Context: an optimization exercise on an open-source flow, tuned for small area, a short achievable clock period and few clock cycles per item. The choices shown serve that exercise and are no tape-out recipe.
Function was checked by simulation only, so behaviour that the tests miss may differ from the original.

Setup of exp/willow:
==> flow/design.v <==
module sfp_norm_seq #(
  parameter int COL = 8,
  parameter int BW_PSUM = 20,
  parameter int OUT_SHIFT = 8,
  parameter int SW = BW_PSUM + $clog2(COL),
  parameter int BW_OUT = OUT_SHIFT + 2
) (
  input  logic                      clk,
  input  logic                      reset,
  input  logic                      mode_signed,
  input  logic                      mode_dual,
  input  logic                      in_valid,
  output logic                      in_ready,
  input  logic [COL*BW_PSUM-1:0]    in_row,
  output logic [SW-1:0]             sum_out,
  output logic                      sum_out_valid,
  input  logic [SW:0]               sum_in,
  input  logic                      sum_in_valid,
  output logic                      out_valid,
  input  logic                      out_ready,
  output logic [COL*BW_OUT-1:0]     out_row,
  output logic                      busy
);
  localparam int NS = 7;             
  localparam int RW = 25;            
  logic v0, v1, v2, vo;
  logic [NS:1] vd;
  logic xd1;                         
  logic hold, adv, go1, en1, en0;
  logic dm1;
  logic nv0, nv1, nv2, nvo;
  logic [NS:1] nvd;
  assign hold = vo & ~out_ready;
  assign adv  = ~hold;
  assign go1 = ~dm1 | xd1 | sum_in_valid;
  assign en1 = ~v1 | (adv & go1);
  assign en0 = ~v0 | en1;
  logic ir_e, ir_o, ir_x;
  assign in_ready = ir_e | ((ir_o | out_ready) & (ir_x | sum_in_valid));
  assign out_valid = vo;
  assign nv0 = en0 ? in_valid : v0;
  assign nv1 = en1 ? v0 : v1;
  assign nv2 = adv ? v1 & go1 : v2;
  assign nvd = adv ? {vd[NS-1:1], v2} : vd;
  assign nvo = adv ? vd[NS] : vo;
  always_ff @(posedge clk) begin
    if (reset) begin
      v0 <= 1'b0;
      v1 <= 1'b0;
      v2 <= 1'b0;
      vd <= '0;
      vo <= 1'b0;
      busy <= 1'b0;
    end else begin
      v0 <= nv0;
      v1 <= nv1;
      v2 <= nv2;
      vd <= nvd;
      vo <= nvo;
      busy <= nv0 | nv1 | nv2 | (|nvd) | nvo;
    end
  end
  always_ff @(posedge clk) begin
    if (reset) begin
      ir_e <= 1'b1;
      ir_o <= 1'b1;
    end else begin
      ir_e <= ~nv0 | ~nv1;
      ir_o <= ~nvo;
    end
    ir_x <= ~(en1 ? dm0 : dm1) | (~reset & ~en1 & (xd1 | (v1 & dm1 & sum_in_valid)));
  end
  function automatic logic [22:0] fa_s(input logic [22:0] a, input logic [22:0] b, input logic [22:0] c);
    fa_s = a ^ b ^ c;
  endfunction
  function automatic logic [22:0] fa_c(input logic [22:0] a, input logic [22:0] b, input logic [22:0] c, input logic cin);
    logic [22:0] m;
    m = (a & b) | (a & c) | (b & c);
    fa_c = {m[21:0], cin};
  endfunction
  logic [22:0] y [COL];
  logic [COL-1:0] g;
  logic [BW_PSUM-1:0] a_in [COL];
  logic [COL-1:0] ng_in;
  logic [22:0] l1s0, l1c0, l1s1, l1c1, l1s2, l1c2, l2s0, l2c0, l2s1, l2c1, l3s, l3c, l4s, l4c;
  always_comb begin
    for (int c = 0; c < COL; c++) begin
      g[c] = in_row[c*BW_PSUM + BW_PSUM-1];
      y[c] = {4'b0, in_row[c*BW_PSUM +: BW_PSUM-1] ^ {(BW_PSUM-1){g[c]}}};
      a_in[c] = g[c] ? -in_row[c*BW_PSUM +: BW_PSUM] : in_row[c*BW_PSUM +: BW_PSUM];
      ng_in[c] = g[c] & mode_signed;
    end
    l1s0 = fa_s(y[0], y[1], y[2]);          l1c0 = fa_c(y[0], y[1], y[2], g[1]);
    l1s1 = fa_s(y[3], y[4], y[5]);          l1c1 = fa_c(y[3], y[4], y[5], g[2]);
    l1s2 = fa_s(y[6], y[7], {22'b0, g[0]}); l1c2 = fa_c(y[6], y[7], {22'b0, g[0]}, g[3]);
    l2s0 = fa_s(l1s0, l1c0, l1s1);          l2c0 = fa_c(l1s0, l1c0, l1s1, g[4]);
    l2s1 = fa_s(l1c1, l1s2, l1c2);          l2c1 = fa_c(l1c1, l1s2, l1c2, g[5]);
    l3s  = fa_s(l2s0, l2c0, l2s1);          l3c  = fa_c(l2s0, l2c0, l2s1, g[6]);
    l4s  = fa_s(l3s, l3c, l2c1);            l4c  = fa_c(l3s, l3c, l2c1, g[7]);
  end
  logic [BW_PSUM-1:0] a0 [COL];
  logic [COL-1:0] ng0;
  logic dm0;
  logic [COL-1:0] nz0;
  logic [22:0] cs0, cc0;
  always_ff @(posedge clk) begin
    if (en0) begin
      for (int c = 0; c < COL; c++) a0[c] <= a_in[c];
      ng0 <= ng_in;
      dm0 <= mode_dual;
      for (int c = 0; c < COL; c++) nz0[c] <= |in_row[c*BW_PSUM +: BW_PSUM];
      cs0 <= l4s;
      cc0 <= l4c;
    end
  end
  logic [BW_PSUM-1:0] a1 [COL];
  logic [COL-1:0] ng1;
  logic [COL-1:0] nz1;
  logic [SW-1:0] s1;
  logic [SW:0] p1;
  always_ff @(posedge clk) begin
    if (reset) xd1 <= 1'b0;
    else if (en1) xd1 <= 1'b0;
    else if (v1 && dm1 && !xd1 && sum_in_valid) xd1 <= 1'b1;
    if (en1) begin
      for (int c = 0; c < COL; c++) a1[c] <= a0[c];
      ng1 <= ng0;
      dm1 <= dm0;
      nz1 <= nz0;
      s1 <= cs0 + cc0;
    end
    if (!xd1) p1 <= sum_in;
  end
  assign sum_out = s1;
  assign sum_out_valid = v1 & dm1 & ~xd1;
  logic [BW_PSUM-1:0] a4 [COL];
  logic [COL-1:0] ng4;
  logic [SW:0] d4, psel, dsum;
  logic [COL-1:0] nz4;
  logic pz4;
  assign psel = dm1 ? (xd1 ? p1 : sum_in) : '0;
  assign dsum = {1'b0, s1} + psel;
  always_ff @(posedge clk) begin
    if (adv) begin
      for (int c = 0; c < COL; c++) a4[c] <= a1[c];
      ng4 <= ng1;
      d4 <= {dsum[SW:1], dsum[0] | (~|nz1 & (psel == '0))};
      nz4 <= nz1;
      pz4 <= psel == '0;
    end
  end
  logic [RW-1:0] r [NS+1][COL];
  logic [SW:0] dd [NS+1];
  logic [COL-1:0] ngd [NS+1];
  logic [COL-1:0] q8 [NS+1];
  logic [NS-1:0] qb [NS+1][COL];    
  logic [RW-1:0] rn [NS+1][COL];
  function automatic logic [RW-1:0] bk_add(input logic [RW-1:0] x, input logic [RW-1:0] y, input logic ci);
    logic [RW-1:0] p, gg, pp;
    logic [RW:0] carry;
    p = x ^ y;
    gg = x & y;
    pp = p;
    for (int l = 1; l < RW; l = l * 2)
      for (int i = 2*l-1; i < RW; i += 2*l) begin
        gg[i] = gg[i] | (pp[i] & gg[i-l]);
        pp[i] = pp[i] & pp[i-l];
      end
    for (int l = 8; l >= 1; l = l / 2)
      for (int i = 3*l-1; i < RW; i += 2*l) begin
        gg[i] = gg[i] | (pp[i] & gg[i-l]);
        pp[i] = pp[i] & pp[i-l];
      end
    carry[0] = ci;
    for (int i = 0; i < RW; i++) carry[i+1] = gg[i] | (pp[i] & ci);
    bk_add = p ^ carry[RW-1:0];
  endfunction
  function automatic logic [RW-1:0] nr_step(input logic [RW-1:0] rr, input logic qbit, input logic [SW:0] dv);
    logic slo, shi;
    slo = ~rr[RW-1];
    shi = qbit;
    nr_step = bk_add({rr[RW-2:0], 1'b0}, {shi, dv[SW:12] ^ {(SW-11){shi}}, dv[11:0] ^ {12{slo}}}, slo);
  endfunction
  always_comb begin
    for (int c = 0; c < COL; c++) begin
      rn[0][c] = bk_add({4'b0, a4[c], 1'b0}, ~{1'b0, d4}, 1'b1);
      for (int j = 1; j <= NS; j++) rn[j][c] = nr_step(r[j][c], qb[j][c][j-1], dd[j]);
    end
  end
  always_ff @(posedge clk) begin
    if (adv) begin
      dd[1] <= d4;
      ngd[1] <= ng4;
      for (int c = 0; c < COL; c++) begin
        r[1][c] <= rn[0][c];
        q8[1][c] <= nz4[c] & ~|(nz4 & ~(COL'(1) << c)) & pz4;
        qb[1][c] <= '0;
        qb[1][c][0] <= ~rn[0][c][RW-1];
      end
      for (int j = 2; j <= NS; j++) begin
        dd[j] <= dd[j-1];
        ngd[j] <= ngd[j-1];
        q8[j] <= q8[j-1];
        for (int c = 0; c < COL; c++) begin
          r[j][c] <= rn[j-1][c];
          qb[j][c] <= qb[j-1][c];
          qb[j][c][j-1] <= ~rn[j-1][c][RW-1];
        end
      end
    end
  end
  logic [COL*BW_OUT-1:0] row_fin;
  logic [BW_OUT-2:0] hh, nh;
  logic b0;
  always_comb begin
    hh = '0;
    nh = '0;
    b0 = 1'b0;
    for (int c = 0; c < COL; c++) begin
      hh = '0;
      for (int k = 0; k < NS; k++) hh[6-k] = qb[NS][c][k];
      nh = -hh;
      b0 = ~rn[NS][c][RW-1];
      if (q8[NS][c]) row_fin[c*BW_OUT +: BW_OUT] = ngd[NS][c] ? 10'h300 : 10'h100;
      else if (!ngd[NS][c]) row_fin[c*BW_OUT +: BW_OUT] = {hh, b0};
      else row_fin[c*BW_OUT +: BW_OUT] = b0 ? {~hh, 1'b1} : {nh, 1'b0};
    end
  end
  always_ff @(posedge clk) begin
    if (adv) out_row <= row_fin;
  end
endmodule
export LEC_CHECK = 0
export ABC_AREA = 1
export CAP_MARGIN = 20
export CORE_MARGIN = 2
export CORE_UTILIZATION = 50
export CTS_BUF_LIST = sky130_fd_sc_hd__clkbuf_8 sky130_fd_sc_hd__clkbuf_16
export CTS_CLUSTER_DIAMETER = 60
export CTS_CLUSTER_SIZE = 30
export PLACE_DENSITY = 0.8
export SETUP_SLACK_MARGIN = 3.0
export SLEW_MARGIN = 20
create_clock -name core_clock -period 6.0 [get_ports {clk}]
run.sh (not shown) runs the stock make flow with config.mk's settings and CLKGATE_MAP_FILE= SYNTH_SCRIPT=/design/flow/synth_recipe.tcl, a recipe that flattens the netlist after the stock synthesis.
Testbench counts of exp/willow, summed over its fixed seeds: cycles 1,368, rows 1,280.
diff inputs: exp/willow => exp/pepper
# exp/willow
export LEC_CHECK = 0
export ABC_AREA = 1
export CAP_MARGIN = 20
export CORE_MARGIN = 2
export CORE_UTILIZATION = 50
export CTS_BUF_LIST = sky130_fd_sc_hd__clkbuf_8 sky130_fd_sc_hd__clkbuf_16
export CTS_CLUSTER_DIAMETER = 60
export CTS_CLUSTER_SIZE = 30
export PLACE_DENSITY = 0.8
export SETUP_SLACK_MARGIN = 3.0
export SLEW_MARGIN = 20
create_clock -name core_clock -period 6.0 [get_ports {clk}]
# exp/pepper
export LEC_CHECK = 0
export ABC_AREA = 1
export CAP_MARGIN = 20
export CORE_MARGIN = 2
export CORE_UTILIZATION = 60
export CTS_BUF_LIST = sky130_fd_sc_hd__clkbuf_8 sky130_fd_sc_hd__clkbuf_16
export CTS_CLUSTER_DIAMETER = 60
export CTS_CLUSTER_SIZE = 30
export SETUP_SLACK_MARGIN = 2.8
export SLEW_MARGIN = 20
export TNS_END_PERCENT = 30
create_clock -name core_clock -period 6.0 [get_ports {clk}]
==> run notes <==
exp/pepper vs. exp/willow: worst hold margin went down by 11 ps.
Shortest clock period the worst path allows after layout was lower in the run labelled exp/willow.
A launch point of the critical path of in_row[99] is what exp/pepper shows, while in_row[19] belongs to exp/willow.
Number of antenna violations at the first check in global routing of exp/pepper falls short of that of exp/willow by more than a quarter.
From exp/willow to exp/pepper the numbers moved as follows: global routing usage on met1 rose by 5.7 points, first-pass iteration count of the detailed router picked up an extra 2.
For exp/zinc, these inputs were changed with respect to exp/pepper:
# exp/pepper
export LEC_CHECK = 0
export ABC_AREA = 1
export CAP_MARGIN = 20
export CORE_MARGIN = 2
export CORE_UTILIZATION = 60
export CTS_BUF_LIST = sky130_fd_sc_hd__clkbuf_8 sky130_fd_sc_hd__clkbuf_16
export CTS_CLUSTER_DIAMETER = 60
export CTS_CLUSTER_SIZE = 30
export SETUP_SLACK_MARGIN = 2.8
export SLEW_MARGIN = 20
export TNS_END_PERCENT = 30
create_clock -name core_clock -period 6.0 [get_ports {clk}]
# exp/zinc
export LEC_CHECK = 0
export ABC_AREA = 1
export CAP_MARGIN = 20
export CORE_MARGIN = 2
export CORE_UTILIZATION = 60
export CTS_BUF_LIST = sky130_fd_sc_hd__clkbuf_8 sky130_fd_sc_hd__clkbuf_16
export CTS_CLUSTER_DIAMETER = 60
export CTS_CLUSTER_SIZE = 30
export PLACE_DENSITY = 0.75
export SETUP_SLACK_MARGIN = 2.8
export SLEW_MARGIN = 20
create_clock -name core_clock -period 6.0 [get_ports {clk}]
Notes after the runs:
met1 global-route usage across exp/pepper and exp/zinc: no real change. exp/zinc vs exp/pepper: multi-input gate share of total cell area up.
Changes in exp/raven relative to exp/zinc:
# exp/zinc
export LEC_CHECK = 0
export ABC_AREA = 1
export CAP_MARGIN = 20
export CORE_MARGIN = 2
export CORE_UTILIZATION = 60
export CTS_BUF_LIST = sky130_fd_sc_hd__clkbuf_8 sky130_fd_sc_hd__clkbuf_16
export CTS_CLUSTER_DIAMETER = 60
export CTS_CLUSTER_SIZE = 30
export PLACE_DENSITY = 0.75
export SETUP_SLACK_MARGIN = 2.8
export SLEW_MARGIN = 20
create_clock -name core_clock -period 6.0 [get_ports {clk}]
# exp/raven
export LEC_CHECK = 0
export ABC_AREA = 1
export CAP_MARGIN = 20
export CORE_MARGIN = 2
export CORE_UTILIZATION = 50
export CTS_BUF_LIST = sky130_fd_sc_hd__clkbuf_8 sky130_fd_sc_hd__clkbuf_16
export CTS_CLUSTER_DIAMETER = 60
export CTS_CLUSTER_SIZE = 30
export PLACE_DENSITY = 0.8
export SETUP_SLACK_MARGIN = 2.8
export SLEW_MARGIN = 20
create_clock -name core_clock -period 6.0 [get_ports {clk}]
--- outcome ---
Comparing exp/raven and exp/zinc, the lower worst setup margin was measured on exp/zinc.
exp/raven contains more vias than exp/zinc.
Taking exp/zinc as the reference, in exp/raven headroom to the max-slew limit grew by 6.9 points, count of fill cells added during filler insertion climbed about 30%, met2 global-route usage went down 11 points.
No stage failed in exp/raven, and the final checks on the layout all came back clean.
Relative to exp/zinc, cell area reported after detailed placement increased by about 0.5% in exp/raven.
Worst reg-to-reg path cell count (lower): exp/zinc
exp/raven and exp/zinc ended up with nearly the same layout inverter count without the clock tree.
Compared exp/raven vs exp/zinc, and post-detailed-route via-to-cell ratio is down in exp/raven.
The total wire length in exp/raven was lower than what exp/zinc gave.

[afterwards: timing with drivers on the ports]
The flow's constraints put no driver on any port. The routed layouts listed below were extracted and timed again, unchanged, in two steps.
Step 1 sets driving cells, clkbuf_16 on the clock port and buf_2 on the other inputs (assumed; they add their load-dependent delay and slew).
Step 2 adds t to the input delays and takes it off the output delays; t is the mean of the earliest and latest rising clock arrival at the registers after step 1. Input paths then give back, and output paths get back, about the clock's delay inside the block.
Slacks: no drivers / after step 1 / after step 2; pairs: no drivers / after step 1.
run	shift t [ns]	setup WS [ns]	slew at the worst register clock pin (ns)
exp/willow	1.004	2.803 / 2.845 / 1.841	0.11 / 0.11
exp/pepper	1.042	2.608 / 2.661 / 1.642	0.11 / 0.11
exp/zinc	1.042	2.765 / 2.729 / 1.848	0.11 / 0.11
exp/raven	0.995	2.798 / 2.739 / 1.869	0.11 / 0.11
After both steps every run listed still meets setup and hold. For exp/pepper, which loses most, drivers alone change the setup slack by +0.053 ns; drivers and shift together by -0.966 ns.
